This design comes from an exercise in tuning for small area, a short achievable clock period and few clock cycles on the open sky130 flow, not from production work.
Function was checked by simulation only, so behaviour that the tests miss may differ from the original.

==> flow/design.v (excerpt) <==
module nice_core_top (
   input  logic                  custom_mem_op,
   input  logic                  nice_rst_n,
   output logic                  nice_active,
   output logic                  nice_mem_holdup,
   input  logic                  nice_req_valid,
   output logic                  nice_req_ready,
   input  logic [32-1:0] nice_req_inst,
   input  logic [32-1:0] nice_req_rs1,
   input  logic [32-1:0] nice_req_rs2,
   output logic                  nice_rsp_valid,
   input  logic                  nice_rsp_ready,
   output logic [32-1:0] nice_rsp_rdat,
   output logic                  nice_rsp_err,
   output logic                  nice_icb_cmd_valid,
   input  logic                  nice_icb_cmd_ready,
   output logic [32-1:0] nice_icb_cmd_addr,
   output logic                  nice_icb_cmd_read,
   output logic [32-1:0] nice_icb_cmd_wdata,
   output logic [1:0]            nice_icb_cmd_size,
   input  logic                  nice_icb_rsp_valid,
   output logic                  nice_icb_rsp_ready,
   input  logic [32-1:0] nice_icb_rsp_rdata,
   input  logic                  nice_icb_rsp_err
);
   localparam logic [1:0] K_LA = 2'd0, K_LB = 2'd1, K_LP = 2'd2, K_ST = 2'd3;
   logic rst;
   assign rst = ~nice_rst_n;
   assign pk_ill = ~pk_mem & ~pk_wk;
   logic [2:0]            ph;
   logic                  zact;
   logic                  pk_v, pk_mem, pk_wk, pk_ill;    
   logic [1:0]            pk_k;
   logic                  rdy_a, rdy_m, rdy_x, iss_go, act_q;
   logic                  rob_w [4];
  ...
Settings: LEC_CHECK=0, CAP_MARGIN=20, CORE_MARGIN=2, CORE_UTILIZATION=40, CTS_BUF_LIST=sky130_fd_sc_hd__clkbuf_4 sky130_fd_sc_hd__clkbuf_8 sky130_fd_sc_hd__clkbuf_16, CTS_CLUSTER_DIAMETER=80, CTS_CLUSTER_SIZE=30, SETUP_SLACK_MARGIN=4.0, SLEW_MARGIN=20; clock period 7.5 ns.
standard.sh (not shown) runs the stock make flow with config.mk's settings and CLKGATE_MAP_FILE= SYNTH_SCRIPT=/design/flow/synth_recipe.tcl, a recipe that flattens the netlist after the stock synthesis.
==> flow/flow/run.sh <==
#!/bin/bash
# The standard layout, with the smallest buffer on every port instead of
# the default port buffer cell; each tool's output goes to its own log here
set -euo pipefail
bash standard.sh BUFFER_PORTS_ARGS="-buffer_cell sky130_fd_sc_hd__buf_1" finish > standard_make.log 2>&1
Testbench counts at the start, summed over its fixed seeds: cycles 9,854.
==> next run, changes <==
--- a/flow/design.v
+++ b/flow/design.v
@@ -74,19 +74,19 @@
    assign rst = ~nice_rst_n;
    assign pk_ill = ~pk_mem & ~pk_wk;
    logic [2:0]            ph;
    logic                  zact;
    logic                  pk_v, pk_mem, pk_wk, pk_ill;    
    logic [1:0]            pk_k;
    logic                  rdy_a, rdy_m, rdy_x, iss_go, act_q;
-   logic                  rob_w [4];
-   logic                  rob_d [4];
-   logic                  rob_e [4];
-   logic [1:0]            rob_hd, rob_tl;
-   logic [4:1]            rob_t;       
+   logic                  rob_w [3];
+   logic                  rob_d [3];
+   logic                  rob_e [3];
+   logic [1:0]            rob_hd, rob_tl;   
+   logic [3:1]            rob_t;       
    logic                  q0_v, q1_v;
    logic [1:0]            q0_k, q1_k, q0_i, q1_i;
    logic [2:0]            rcnt, rslot;
    logic                  rerr;
    logic                  iss_act;
    logic [2:0]            icnt;
    logic [1:0]            iss_k;
@@ -131,28 +131,28 @@
                     ~(q0_v & (q0_k != K_ST) & (rcnt <= wcnt));
    assign lane_go = busy & (ph == wcnt) & raw_ok;
    assign rob_push  = req_hs;
    assign head_done = rob_w[rob_hd] ? wdone : rob_d[rob_hd];
    assign rob_pop   = rob_t[1] & head_done & (~rsp_v | nice_rsp_ready);
    assign rsp_hs    = rsp_v & nice_rsp_ready;
    logic [2:0] ph_n, icnt_n, wcnt_n, r_off_n;
-   logic [4:1] rob_t_n;
+   logic [3:1] rob_t_n;
    logic       rob_inc, rob_dec;
    logic       pk_v_n, busy_n, wres_p_n, iss_act_n, q1_v_n, rsp_v_n, cmd_v_n;
    logic [1:0] iss_k_n, pk_k_n;
    logic       pk_st_n;
    assign ph_n     = rst ? 3'd0 : ph + 3'd1;
    assign cmd_v_n  = ~rst & (fire | (cmd_v & ~nice_icb_cmd_ready));
    assign pk_v_n   = ~rst & nice_req_valid & ~req_hs;
    assign pk_k_n   = d_f7[1:0] - 2'd1;
    assign pk_st_n  = (pk_k_n == K_ST);
    assign rob_inc  = rob_push & ~rob_pop;
    assign rob_dec  = rob_pop & ~rob_push;
-   assign rob_t_n  = rst ? 4'd0 : (rob_inc ? {rob_t[3:1], 1'b1} :
-                                   rob_dec ? {1'b0, rob_t[4:2]} : rob_t);
+   assign rob_t_n  = rst ? 3'd0 : (rob_inc ? {rob_t[2:1], 1'b1} :
+                                   rob_dec ? {1'b0, rob_t[3:2]} : rob_t);
    assign busy_n   = rst ? 1'b0 : (handoff | (busy & ~(lane_go & (wcnt == 3'd7))));
    assign wcnt_n   = handoff ? 3'd0 : (lane_go ? wcnt + 3'd1 : wcnt);
    assign wres_p_n = rst ? 1'b0 : ((s2_v & s2_last) | (wres_p & ~(rsp_hs & rsp_w)));
    assign iss_act_n = rst ? 1'b0 : (fire ? (lane != 3'd7) : iss_act);
    assign icnt_n   = fire ? lane + 3'd1 : icnt;
    assign iss_k_n  = start ? pk_k : iss_k;
    assign r_off_n  = rst ? r_off - ph - 3'd1 : (handoff ? 3'd0 : r_off);
@@ -172,18 +172,18 @@
                       cont  ? ((icnt != 3'd7) & wok_cont) :
                               (iss_act & pcond & wok_idle);
    logic rdy_a_n, rdy_m_n, pk_keep, ph_ok0, wok0, iss_free;
    assign pk_keep  = ~rst & nice_req_valid & ~req_hs;
    assign ph_ok0   = ((ph + 3'd1) == (3'd3 + (pk_st_n ? r_off : 3'd0)));
    assign wok0     = pk_st_n ? (~busy_w | (wcnt_w != 3'd0)) : ~busy_w;
    assign iss_free = ~iss_act | (iss_go & (icnt == 3'd7) & slot_free);
-   assign rdy_a_n  = pk_keep & ~rob_t[4] &
+   assign rdy_a_n  = pk_keep & ~rob_t[3] &
                      ((~d_mem & ~d_wk) |
                       (d_wk & ~busy & ~wres_p & ~(s2_v & s2_last) & ~(iss_act & st_i)));
-   assign rdy_m_n  = pk_keep & ~rob_t[4] & d_mem & ~q1_v & ph_ok0 & wok0 & iss_free;
+   assign rdy_m_n  = pk_keep & ~rob_t[3] & d_mem & ~q1_v & ph_ok0 & wok0 & iss_free;
    always_ff @(posedge custom_mem_op) begin
       ph      <= ph_n;
       pk_v    <= pk_v_n;
       pk_mem  <= d_mem;
       pk_wk   <= d_wk;
       pk_k    <= pk_k_n;
       rob_t   <= rob_t_n;
@@ -285,16 +285,16 @@
       end
    end
    always_ff @(posedge custom_mem_op) begin
       if (rst) begin
          rob_hd <= 2'd0;
          rob_tl <= 2'd0;
       end else begin
-         if (rob_push) rob_tl <= rob_tl + 2'd1;
-         if (rob_pop)  rob_hd <= rob_hd + 2'd1;
+         if (rob_push) rob_tl <= rob_tl[1] ? 2'd0 : rob_tl + 2'd1;
+         if (rob_pop)  rob_hd <= rob_hd[1] ? 2'd0 : rob_hd + 2'd1;
       end
    end
    always_ff @(posedge custom_mem_op) begin
       if (rob_push) begin
          rob_w[rob_tl] <= pk_wk;
          rob_d[rob_tl] <= pk_ill;
          rob_e[rob_tl] <= pk_ill;
=>
- final area came out lower by 1.2%
- via count came out lower by 1.2%
- die area falls by 0.78%
- wire length is lower by 0.94%
- core utilization falls by 0.42 points
- flip-flop and latch count shrinks by 4
Testbench counts after the change, summed over its fixed seeds: cycles 9,854.

port drivers added, routing unchanged:
How much do the figures lean on ideal ports? The routed layouts below were timed once more, with nothing changed but the port constraints.
Step 1 (the two cells are an assumption about what drives the block):
set clk [get_ports {custom_mem_op}]
set_driving_cell -lib_cell sky130_fd_sc_hd__clkbuf_16 $clk
set_driving_cell -lib_cell sky130_fd_sc_hd__buf_2 [delete_from_list [all_inputs] $clk]
Step 2 moves the port delays by t, midway between the first and last clock arrival at a register: inputs arrive t later, outputs are due t later. That takes back most of the time a late clock gives input paths.
Three values: ideal, step 1, step 2; two values: the first two.
run	shift t [ns]	slack for setup (ns)	latest minus earliest clock arrival (ns)
the first run	0.689	4.031 / 3.999 / 3.524	0.039 / 0.039
the second run	0.679	4.015 / 3.983 / 3.548	0.039 / 0.040
After both steps setup and hold are still met in every run listed. The setup slack of the first run, which loses most, moves by -0.032 ns with the drivers and by -0.507 ns with both steps.
